This design comes from an exercise in tuning for small area and a short achievable clock period on the open sky130 flow, not from production work.
At most, simulation tests tie the RTL to the original design; equivalence was not proved.
No activity file was given, so power comes from the tool's default toggle rates.

==> flow/design.v (excerpt) <==
module pipe_mul #(
    parameter int XLEN   = 32,
    parameter int STAGES = 4,
    parameter int TAG_W  = 4
) (
    input  logic                clk_i,
    input  logic                rst_i,
    input  logic                req_i,
    input  logic                flush_i,
    input  logic [1:0]          op_i,
    input  logic [XLEN-1:0]     a_i,
    input  logic [XLEN-1:0]     b_i,
    input  logic [TAG_W-1:0]    tag_i,
    output logic                ready_o,
    output logic [XLEN-1:0]     result_o,
    output logic [2*XLEN-1:0]   product_o,
    output logic [TAG_W-1:0]    tag_o,
    output logic                busy_o
);
    logic [3:1] r_vld;
    logic [3:0] r_tag [1:3];
    always_ff @(posedge clk_i) begin
        if (!rst_i || flush_i) begin
            r_vld  <= '0;
            busy_o <= 1'b0;
        end else begin
            r_vld  <= {r_vld[2:1], req_i};
            busy_o <= req_i | r_vld[1] | r_vld[2];
        end
    end
    always_ff @(posedge clk_i) begin
        r_tag[1] <= tag_i;
        r_tag[2] <= r_tag[1];
        r_tag[3] <= r_tag[2];
    end
    logic w0;
    logic w1;
    logic w2;
    logic w3;
    logic w4;
    logic w5;
    logic w6;
  ...
export LEC_CHECK = 0
export ABC_AREA = 1
export CAP_MARGIN = 20
export CORE_MARGIN = 2
export CORE_UTILIZATION = 40
export CTS_BUF_LIST = sky130_fd_sc_hd__clkbuf_4 sky130_fd_sc_hd__clkbuf_8
export CTS_CLUSTER_DIAMETER = 40
export CTS_CLUSTER_SIZE = 16
export SETUP_SLACK_MARGIN = 5
export SLEW_MARGIN = 20
export SYNTH_HIERARCHICAL = 1
export TNS_END_PERCENT = 10
create_clock -name core_clock -period 8.5 [get_ports {clk_i}]
standard.sh (not shown) runs the stock make flow with config.mk's settings and CLKGATE_MAP_FILE= SYNTH_SCRIPT=/design/flow/synth_recipe.tcl, a recipe that flattens the netlist after the stock synthesis.
==> flow/flow/run.sh <==
#!/bin/bash
# Standard layout with plain buf_2 port buffers and a clock tree without
# dummy loads; timing repair aims past the design's period (the SDC and its
# period are unchanged).
export BUFFER_PORTS_ARGS="-buffer_cell sky130_fd_sc_hd__buf_2"
export CTS_ARGS="-sink_clustering_enable -repair_clock_nets -sink_clustering_size 16 -sink_clustering_max_diameter 40 -buf_list {sky130_fd_sc_hd__clkbuf_4 sky130_fd_sc_hd__clkbuf_8} -dont_use_dummy_load"
bash standard.sh SETUP_SLACK_MARGIN=5.2 finish > standard.log 2>&1
The baseline produced a clean layout.
==> next run, changes <==
==> flow/flow/run.sh (replaced) <==
#!/bin/bash
export BUFFER_PORTS_ARGS="-buffer_cell sky130_fd_sc_hd__buf_2"
bash standard.sh SETUP_SLACK_MARGIN=5.3 finish > standard.log 2>&1
--- a/flow/config.mk
+++ b/flow/config.mk
@@ -16,3 +16,2 @@
 export SLEW_MARGIN = 20
 export SYNTH_HIERARCHICAL = 1
-export TNS_END_PERCENT = 10
=> First-iteration DRC count goes up by a few percent; worst setup slack gets better by 73 ps; wire length grows by a few percent; core utilization went up by 1.9 points; design area rose by a few percent; clock-buffer cell count increases by 5; cell count goes up by a few percent; synthesized cell count is unchanged; area after synthesis stays the same; hold slack improves by 44 ps; sequential share of layout area is lower by 0.95 points.

---

Another version of the RTL of pipe_mul (not shown whole).
Size in the first run: roughly 3,200 cells after synthesis, roughly 460 flip-flops.
Design pipe_mul, start of the top module:
module pipe_mul #(
    parameter int XLEN   = 32,
    parameter int STAGES = 4,
    parameter int TAG_W  = 4
) (
    input  logic                clk_i,
    input  logic                rst_i,
    input  logic                req_i,
    input  logic                flush_i,
    input  logic [1:0]          op_i,
    input  logic [XLEN-1:0]     a_i,
    input  logic [XLEN-1:0]     b_i,
    input  logic [TAG_W-1:0]    tag_i,
    output logic                ready_o,
    output logic [XLEN-1:0]     result_o,
    output logic [2*XLEN-1:0]   product_o,
    output logic [TAG_W-1:0]    tag_o,
    output logic                busy_o
);
clock: 8.5 ns
lec_check: 0
abc_area: 1
cap_margin: 20
core_margin: 2
core_utilization: 40
cts_buf_list: sky130_fd_sc_hd__clkbuf_8 sky130_fd_sc_hd__clkbuf_16
cts_cluster_diameter: 50
cts_cluster_size: 24
setup_slack_margin: 5
slew_margin: 20
synth_hierarchical: 1
==> flow/flow/run.sh <==
#!/bin/bash
# Standard layout with plain buf_2 port buffers.
export BUFFER_PORTS_ARGS="-buffer_cell sky130_fd_sc_hd__buf_2"
bash standard.sh > standard.log 2>&1
The starting point completed with no timing, DRC or antenna violations.
Next try:
CTS_BUF_LIST = sky130_fd_sc_hd__clkbuf_4 sky130_fd_sc_hd__clkbuf_8   (was sky130_fd_sc_hd__clkbuf_8 sky130_fd_sc_hd__clkbuf_16)
CTS_CLUSTER_DIAMETER = 60   (was 50)
CTS_CLUSTER_SIZE = 20   (was 24)
Outcome:
- The changed run produced a clean layout
- setup slack improves by 0.017 ns
- register-to-register slack improves by 0.02 ns
- via count barely changes
- hold slack degrades by 0.0067 ns
- wire length drops by 0.56%
- fmax climbs by 0.50%
No functional check of the RTL was part of any run of this note.

---

pipe_mul, a different RTL version from the one above (not shown whole).
Size in the first run: about 3,300 cells after synthesis, about 450 flip-flops, about 180 I/O pins, roughly 33,000 um^2 of cells after synthesis.
clock: 8.5 ns
lec_check: 0
abc_area: 1
cap_margin: 20
core_margin: 2
core_utilization: 40
cts_buf_list: sky130_fd_sc_hd__clkbuf_4 sky130_fd_sc_hd__clkbuf_8
cts_cluster_diameter: 40
cts_cluster_size: 16
setup_slack_margin: 5
slew_margin: 20
synth_hierarchical: 1
==> flow/flow/run.sh <==
#!/bin/bash
# Standard layout with plain buf_2 port buffers and a clock tree without
# dummy loads; timing repair aims past the design's period (the SDC and its
# period are unchanged).
export BUFFER_PORTS_ARGS="-buffer_cell sky130_fd_sc_hd__buf_2"
export CTS_ARGS="-sink_clustering_enable -repair_clock_nets -sink_clustering_size 16 -sink_clustering_max_diameter 40 -buf_list {sky130_fd_sc_hd__clkbuf_4 sky130_fd_sc_hd__clkbuf_8} -dont_use_dummy_load"
bash standard.sh SETUP_SLACK_MARGIN=5.2 finish > standard.log 2>&1
Change:
--- a/flow/flow/run.sh
+++ b/flow/flow/run.sh
@@ -6,2 +6,2 @@
 export CTS_ARGS="-sink_clustering_enable -repair_clock_nets -sink_clustering_size 16 -sink_clustering_max_diameter 40 -buf_list {sky130_fd_sc_hd__clkbuf_4 sky130_fd_sc_hd__clkbuf_8} -dont_use_dummy_load"
-bash standard.sh SETUP_SLACK_MARGIN=5.2 finish > standard.log 2>&1
+bash standard.sh SETUP_SLACK_MARGIN=5.3 finish > standard.log 2>&1
The changed run produced a clean layout.
Final area rose by 2.1%.
Combinational power rose by about 2%.
Wire length rose by 3.0%.
Function was not checked in any run of this note: the RTL went through the layout flow alone.

---

RTL: one of the versions met above, not the one the previous note started from.
Size in the first run: ~3300 cells after synthesis, roughly 450 flip-flops.
Settings: LEC_CHECK=0, ABC_AREA=1, CAP_MARGIN=20, CORE_MARGIN=2, CORE_UTILIZATION=40, CTS_BUF_LIST=sky130_fd_sc_hd__clkbuf_4 sky130_fd_sc_hd__clkbuf_8, CTS_CLUSTER_DIAMETER=40, CTS_CLUSTER_SIZE=16, SETUP_SLACK_MARGIN=5, SLEW_MARGIN=20, SYNTH_HIERARCHICAL=1, TNS_END_PERCENT=10; clock period 8.5 ns.
==> flow/flow/run.sh <==
#!/bin/bash
# Standard layout with plain buf_2 port buffers and a clock tree without
# dummy loads; timing repair aims past the design's period (the SDC and its
# period are unchanged).
export BUFFER_PORTS_ARGS="-buffer_cell sky130_fd_sc_hd__buf_2"
export CTS_ARGS="-sink_clustering_enable -repair_clock_nets -sink_clustering_size 16 -sink_clustering_max_diameter 40 -buf_list {sky130_fd_sc_hd__clkbuf_4 sky130_fd_sc_hd__clkbuf_8} -dont_use_dummy_load"
bash standard.sh SETUP_SLACK_MARGIN=5.3 finish > standard.log 2>&1
Change:
--- a/flow/flow/run.sh
+++ b/flow/flow/run.sh
@@ -7 +7 @@
-bash standard.sh SETUP_SLACK_MARGIN=5.3 finish > standard.log 2>&1
+bash standard.sh SETUP_SLACK_MARGIN=5.2 finish > standard.log 2>&1
--- a/flow/config.mk
+++ b/flow/config.mk
@@ -18 +17,0 @@
-export TNS_END_PERCENT = 10
Result: The changed run completed without violations; final cell count drops by 0.45%; die area does not change; cell area drops by about 1.4%; non-clock buffer count drops by 20; first-iteration DRC count drops by 4.7%; wire length drops by about 3.3%; combinational power drops by 2.8%.

---

== run C ==
pipe_mul again, from the RTL that the note above started with.
export LEC_CHECK = 0
export ABC_AREA = 1
export CAP_MARGIN = 20
export CORE_MARGIN = 2
export CORE_UTILIZATION = 40
export CTS_BUF_LIST = sky130_fd_sc_hd__clkbuf_4 sky130_fd_sc_hd__clkbuf_8
export CTS_CLUSTER_DIAMETER = 40
export CTS_CLUSTER_SIZE = 16
export SETUP_SLACK_MARGIN = 5
export SLEW_MARGIN = 20
export SYNTH_HIERARCHICAL = 1
create_clock -name core_clock -period 8.5 [get_ports {clk_i}]
==> flow/flow/run.sh <==
#!/bin/bash
# Standard layout with plain buf_2 port buffers and a clock tree without
# dummy loads.
export BUFFER_PORTS_ARGS="-buffer_cell sky130_fd_sc_hd__buf_2"
export CTS_ARGS="-sink_clustering_enable -repair_clock_nets -sink_clustering_size 16 -sink_clustering_max_diameter 40 -buf_list {sky130_fd_sc_hd__clkbuf_4 sky130_fd_sc_hd__clkbuf_8} -dont_use_dummy_load"
bash standard.sh > standard.log 2>&1
The inputs of run E differ from those of run C as listed below.
==> flow/flow/run.sh <==
#!/bin/bash
# Standard layout with plain buf_2 port buffers and a clock tree without
# dummy loads; timing repair aims past the design's period (the SDC and its
# period are unchanged).
export BUFFER_PORTS_ARGS="-buffer_cell sky130_fd_sc_hd__buf_2"
export CTS_ARGS="-sink_clustering_enable -repair_clock_nets -sink_clustering_size 20 -sink_clustering_max_diameter 40 -buf_list {sky130_fd_sc_hd__clkbuf_4 sky130_fd_sc_hd__clkbuf_8} -dont_use_dummy_load"
bash standard.sh SETUP_SLACK_MARGIN=5.25 finish > standard.log 2>&1
--- outcome ---
Run E has completed all stages; timing, DRC and antenna checks passed.
Relative to run C, post-route total power has gone up in run E.
Min multi-input logic portion of the cell area across run E and run C: run E
[compare] base=run C new=run E: fraction of power spent switching nets ~0 delta; number of setup buffers added after CTS went up by 4.
Going from run C to run E, number of endpoints failing setup at the final stage about even, number of instances in the synthesized netlist about even.

separate check: timing with driven ports:
In the flow no input, the clock included, has a driving cell. The finished layouts below were timed again as built, in two steps. Step 1 sets driving cells, clkbuf_16 on the clock port and buf_2 on the other inputs (assumed; they add their load-dependent delay and slew). Step 2 also shifts input and output timing later by t, the mid clock arrival at the registers, as if the neighbouring blocks saw the same clock. a / b / c = no drivers / after step 1 / after step 2; a / b = the first two.
run | t, ns | setup slack, ns | latest minus earliest clock arrival (ns) | worst register clock-pin slew, ns | worst slew at a driven data input, ns
the first run of note 1 | 0.692 | 5.112 / 5.112 / 5.054 | 0.124 / 0.124 | 0.09 / 0.09 | 0.06
the second run of note 1 | 0.740 | 5.185 / 5.127 / 5.037 | 0.047 / 0.047 | 0.09 / 0.09 | 0.06
the first run of note 2 | 0.698 | 5.057 / 5.036 / 4.665 | 0.046 / 0.046 | 0.09 / 0.09 | 0.07
the second run of note 2 | 0.721 | 5.074 / 5.069 / 4.659 | 0.038 / 0.038 | 0.12 / 0.12 | 0.07
the first run of note 3 | 0.704 | 5.095 / 5.028 / 4.899 | 0.118 / 0.118 | 0.09 / 0.09 | 0.07
the second run of note 3 | 0.706 | 5.099 / 5.034 / 4.892 | 0.118 / 0.118 | 0.09 / 0.09 | 0.07
the first run of note 4 | 0.697 | 5.193 / 5.171 / 5.064 | 0.124 / 0.124 | 0.09 / 0.09 | 0.06
the second run of note 4 | 0.699 | 5.185 / 5.117 / 5.056 | 0.126 / 0.125 | 0.09 / 0.09 | 0.05
run C | 0.703 | 5.040 / 5.040 / 5.040 | 0.124 / 0.123 | 0.09 / 0.09 | 0.06
run E | 0.688 | 5.235 / 5.176 / 5.053 | 0.140 / 0.140 | 0.10 / 0.10 | 0.06
After both steps every run listed still meets setup and hold. For the second run of note 2, which loses most, drivers alone change the setup slack by -0.005 ns; drivers and shift together by -0.415 ns.
